Source: an optimization exercise on an open RTL-to-GDS flow (aim: small area and a short achievable clock period). Production flows keep margins and buffers that such runs may drop.
The RTL was checked by simulation tests, not by an equivalence proof against the original design.
No activity file was given, so power comes from the tool's default toggle rates.

## run A
==> flow/design.v (excerpt) <==
module dual_issue_decode (
	input  logic			clk,
	input  logic			reset,
	input  logic [31:0]		instr_first,
	input  logic [31:0]		instr_second,
	input  logic [7:0]		pc,
	input  logic [7:0]		branch_pc,
	input  logic			branch_taken,
	output logic [31:0]		even_instr,
	output logic [10:0]		even_op,
	output logic [1:0]		even_unit,
	output logic [6:0]		even_rt,
	output logic			even_write,
	output logic [31:0]		odd_instr,
	output logic [10:0]		odd_op,
	output logic [1:0]		odd_unit,
	output logic [6:0]		odd_rt,
	output logic			odd_write,
	output logic			first_odd,
	output logic			stall,
	output logic [7:0]		stall_pc
);
clock: 9.0 ns
lec_check: 0
cap_margin: 20
core_margin: 2
core_utilization: 30
place_density: 0.45
setup_slack_margin: 4.7
slew_margin: 20
standard.sh (not shown) runs the stock make flow with config.mk's settings and CLKGATE_MAP_FILE= SYNTH_SCRIPT=/design/flow/synth_recipe.tcl, a recipe that flattens the netlist after the stock synthesis.
==> flow/flow/run.sh <==
#!/bin/bash
# The standard layout, with two changes:
#  - synthesis maps with an area-oriented ABC script (flow/abc_area.script),
#    otherwise the same as synth_recipe.tcl;
#  - the port buffers are plain buf_1 cells.
set -euo pipefail
HERE=$(pwd)
export BUFFER_PORTS_ARGS="-buffer_cell sky130_fd_sc_hd__buf_1"
export MY_ABC_SCRIPT=$HERE/flow/abc_area.script
sed "s#SYNTH_SCRIPT=[^ ]*#SYNTH_SCRIPT=$HERE/flow/synth.tcl#" standard.sh > own_standard.sh
bash own_standard.sh > flow_make.log 2>&1
==> flow/flow/abc_area.script <==
strash
dch
map -a
==> flow/flow/synth.tcl <==
# The standard synthesis (synth_recipe.tcl), with ABC's mapping script replaced
# by the area-oriented one next to this file.
proc synth {args} { yosys synth -nofsm -noshare {*}$args }
proc abc {args} {
  set i [lsearch -exact $args -script]
  if { $i >= 0 && [info exists ::env(MY_ABC_SCRIPT)] } {
    set args [lreplace $args $i [expr {$i + 1}] -script $::env(MY_ABC_SCRIPT)]
  }
  yosys abc {*}$args
}
source $::env(SCRIPTS_DIR)/synth.tcl
# left out here: clear keep_hierarchy, flatten, clean up, hide names made inside functions, write 1_2_yosys.v
Run A has completed all stages; timing, DRC and antenna checks passed.
### run A -> run B
# run A
export LEC_CHECK = 0
export CAP_MARGIN = 20
export CORE_MARGIN = 2
export CORE_UTILIZATION = 30
export PLACE_DENSITY = 0.45
export SETUP_SLACK_MARGIN = 4.7
export SLEW_MARGIN = 20
create_clock -name core_clock -period 9.0 [get_ports {clk}]
# run B
export LEC_CHECK = 0
export CAP_MARGIN = 20
export CORE_MARGIN = 2
export CORE_UTILIZATION = 30
export PLACE_DENSITY = 0.45
export SETUP_SLACK_MARGIN = 5.0
export SLEW_MARGIN = 20
create_clock -name core_clock -period 9.0 [get_ports {clk}]
==> flow/flow/abc_area.script <==
strash
&get -n
&st
&dch
&nf -a
&put
--- outcome ---
Compared with run A, run B shows met2 routed wirelength that has gone down by a few percent.
Switching power was higher in the run labelled run A.
The static leakage power number comes out higher for run B vs run A.
In run B, the worst setup slack after layout came out 0.39 ns above the value in run A.
Looking at final clock period utilization by the worst path across run B and run A, the one that comes out higher is run A.
Relative to run A, the slew at the pin closest to its max-slew limit of run B is lower by 0.27 ns.
Changes in run C relative to run B:
# run B
export LEC_CHECK = 0
export CAP_MARGIN = 20
export CORE_MARGIN = 2
export CORE_UTILIZATION = 30
export PLACE_DENSITY = 0.45
export SETUP_SLACK_MARGIN = 5.0
export SLEW_MARGIN = 20
create_clock -name core_clock -period 9.0 [get_ports {clk}]
# run C
export LEC_CHECK = 0
export CAP_MARGIN = 20
export CORE_MARGIN = 2
export CORE_UTILIZATION = 25
export PLACE_DENSITY = 0.4
export SETUP_SLACK_MARGIN = 4.7
export SLEW_MARGIN = 20
create_clock -name core_clock -period 9.0 [get_ports {clk}]
==> flow/flow/abc_area.script <==
strash
dch
map -a
topo
stime -c
buffer -c
upsize -c
dnsize -c
[summary]
Share of the clock period used by the worst path ends up lower on run B.
Run C vs run B on worst setup slack: run C is the lower one.
Run B ended up with simple AND/OR/NAND/NOR gates as its main combinational cell family by area after synthesis; run C ended up with compound AO/OA/AOI/OAI gates.
Taking run B as the reference, in run C endpoint required time on the critical path increased by 2.18 ns relative to the old numbers; wire length on met3 increased by 47% relative to the old numbers; number of placed instances, taps included increased by about 8% relative to the old numbers; number of cells on the worst reg-to-reg path increased by 6 relative to the old numbers; clock tree buffer count of the final layout decreased by 1 relative to the old numbers.
Looking at critical path capture point, the even_unit[0] result is from run B; the eb_n one comes from run C.
[inputs] run D vs run C
# run C
export LEC_CHECK = 0
export CAP_MARGIN = 20
export CORE_MARGIN = 2
export CORE_UTILIZATION = 25
export PLACE_DENSITY = 0.4
export SETUP_SLACK_MARGIN = 4.7
export SLEW_MARGIN = 20
create_clock -name core_clock -period 9.0 [get_ports {clk}]
# run D
export LEC_CHECK = 0
export CAP_MARGIN = 20
export CORE_MARGIN = 2
export CORE_UTILIZATION = 30
export CTS_BUF_LIST = sky130_fd_sc_hd__clkbuf_4 sky130_fd_sc_hd__clkbuf_8 sky130_fd_sc_hd__clkbuf_16
export PLACE_DENSITY = 0.45
export SETUP_SLACK_MARGIN = 5.0
export SLEW_MARGIN = 20
create_clock -name core_clock -period 9.0 [get_ports {clk}]
==> flow/flow/abc_area.script <==
strash
&get -n
&st
&dch
&nf -a
&put
## What came out
[run D] global-route usage rose 0.94 points relative to run C
Of run C and run D, run D shows the higher maximum frequency, with run C below it.
Run D reports its highest metal layer with signal wires as met5 while run C reports met4.
The share of power burned in combinational logic number comes out lower for run D vs run C.
Diff run C and run D: number of global-route vias before repair lower in run D
Run C -> run D: number of non-clock buffers in the layout decreased by a little under 10%
Run C -> run D: number of multi-input combinational cells increased by a few percent
Run D vs. run C: utilization after layout went up by 7.4 points.
Run C has a lower sequential share of power than run D.
Re average wire length per cell after detail routing: run D is 2.3 um down on run C.
Compared with run C, run D instantiates a smaller number of standard cells.
Inputs modified between run D and run E:
# run D
export LEC_CHECK = 0
export CAP_MARGIN = 20
export CORE_MARGIN = 2
export CORE_UTILIZATION = 30
export CTS_BUF_LIST = sky130_fd_sc_hd__clkbuf_4 sky130_fd_sc_hd__clkbuf_8 sky130_fd_sc_hd__clkbuf_16
export PLACE_DENSITY = 0.45
export SETUP_SLACK_MARGIN = 5.0
export SLEW_MARGIN = 20
create_clock -name core_clock -period 9.0 [get_ports {clk}]
# run E
export LEC_CHECK = 0
export CAP_MARGIN = 20
export CORE_MARGIN = 2
export CORE_UTILIZATION = 30
export PLACE_DENSITY = 0.45
export SLEW_MARGIN = 20
create_clock -name core_clock -period 9.0 [get_ports {clk}]
--- a/flow/flow/run.sh
+++ b/flow/flow/run.sh
@@ -2 +2 @@
-# The standard layout, with two changes:
+# The standard layout, with these changes:
@@ -5 +5 @@
-#  - the port buffers are plain buf_1 cells.
+#  - the port buffers are plain buf_1 cells;
@@ -9,0 +10 @@
+export SETUP_SLACK_MARGIN=5.3
Findings:
Power dissipated in combinational cells: run E > run D
Looking only at total of fill cells in the finished design, and setting everything else aside, the higher value of run E and run D goes to run D.
For the clock network area share, run E came in 0.17 points lower than run D did.
In the tables for run E and run D, wire length of the first global-routing pass reads higher with run E.
Run E | stages: all done | timing, DRC, antenna: all pass

[afterwards: timing with drivers on the ports]
No port has a modelled driver above. Below, the same layouts with a new extraction and two added sets of constraints.
Step 1 assumes that a clkbuf_16 drives the clock port and a buf_2 every other input.
Step 2 also shifts input and output timing later by t, the mid clock arrival at the registers, as if the neighbouring blocks saw the same clock.
Slacks: ideal / step 1 / step 2; pairs: ideal / step 1.
run	t, ns	setup WS [ns]	latest minus earliest clock arrival (ns)
run A	0.511	4.664 / 4.610 / 4.245	0.013 / 0.012
run B	0.516	5.054 / 5.000 / 4.624	0.019 / 0.019
run C	0.552	4.692 / 4.729 / 4.178	0.017 / 0.017
run D	0.516	5.054 / 5.000 / 4.624	0.019 / 0.019
run E	0.524	5.210 / 5.183 / 4.714	0.013 / 0.013
After both steps setup and hold are still met in every run listed. The setup slack of run C, which loses most, moves by +0.037 ns with the drivers and by -0.514 ns with both steps.
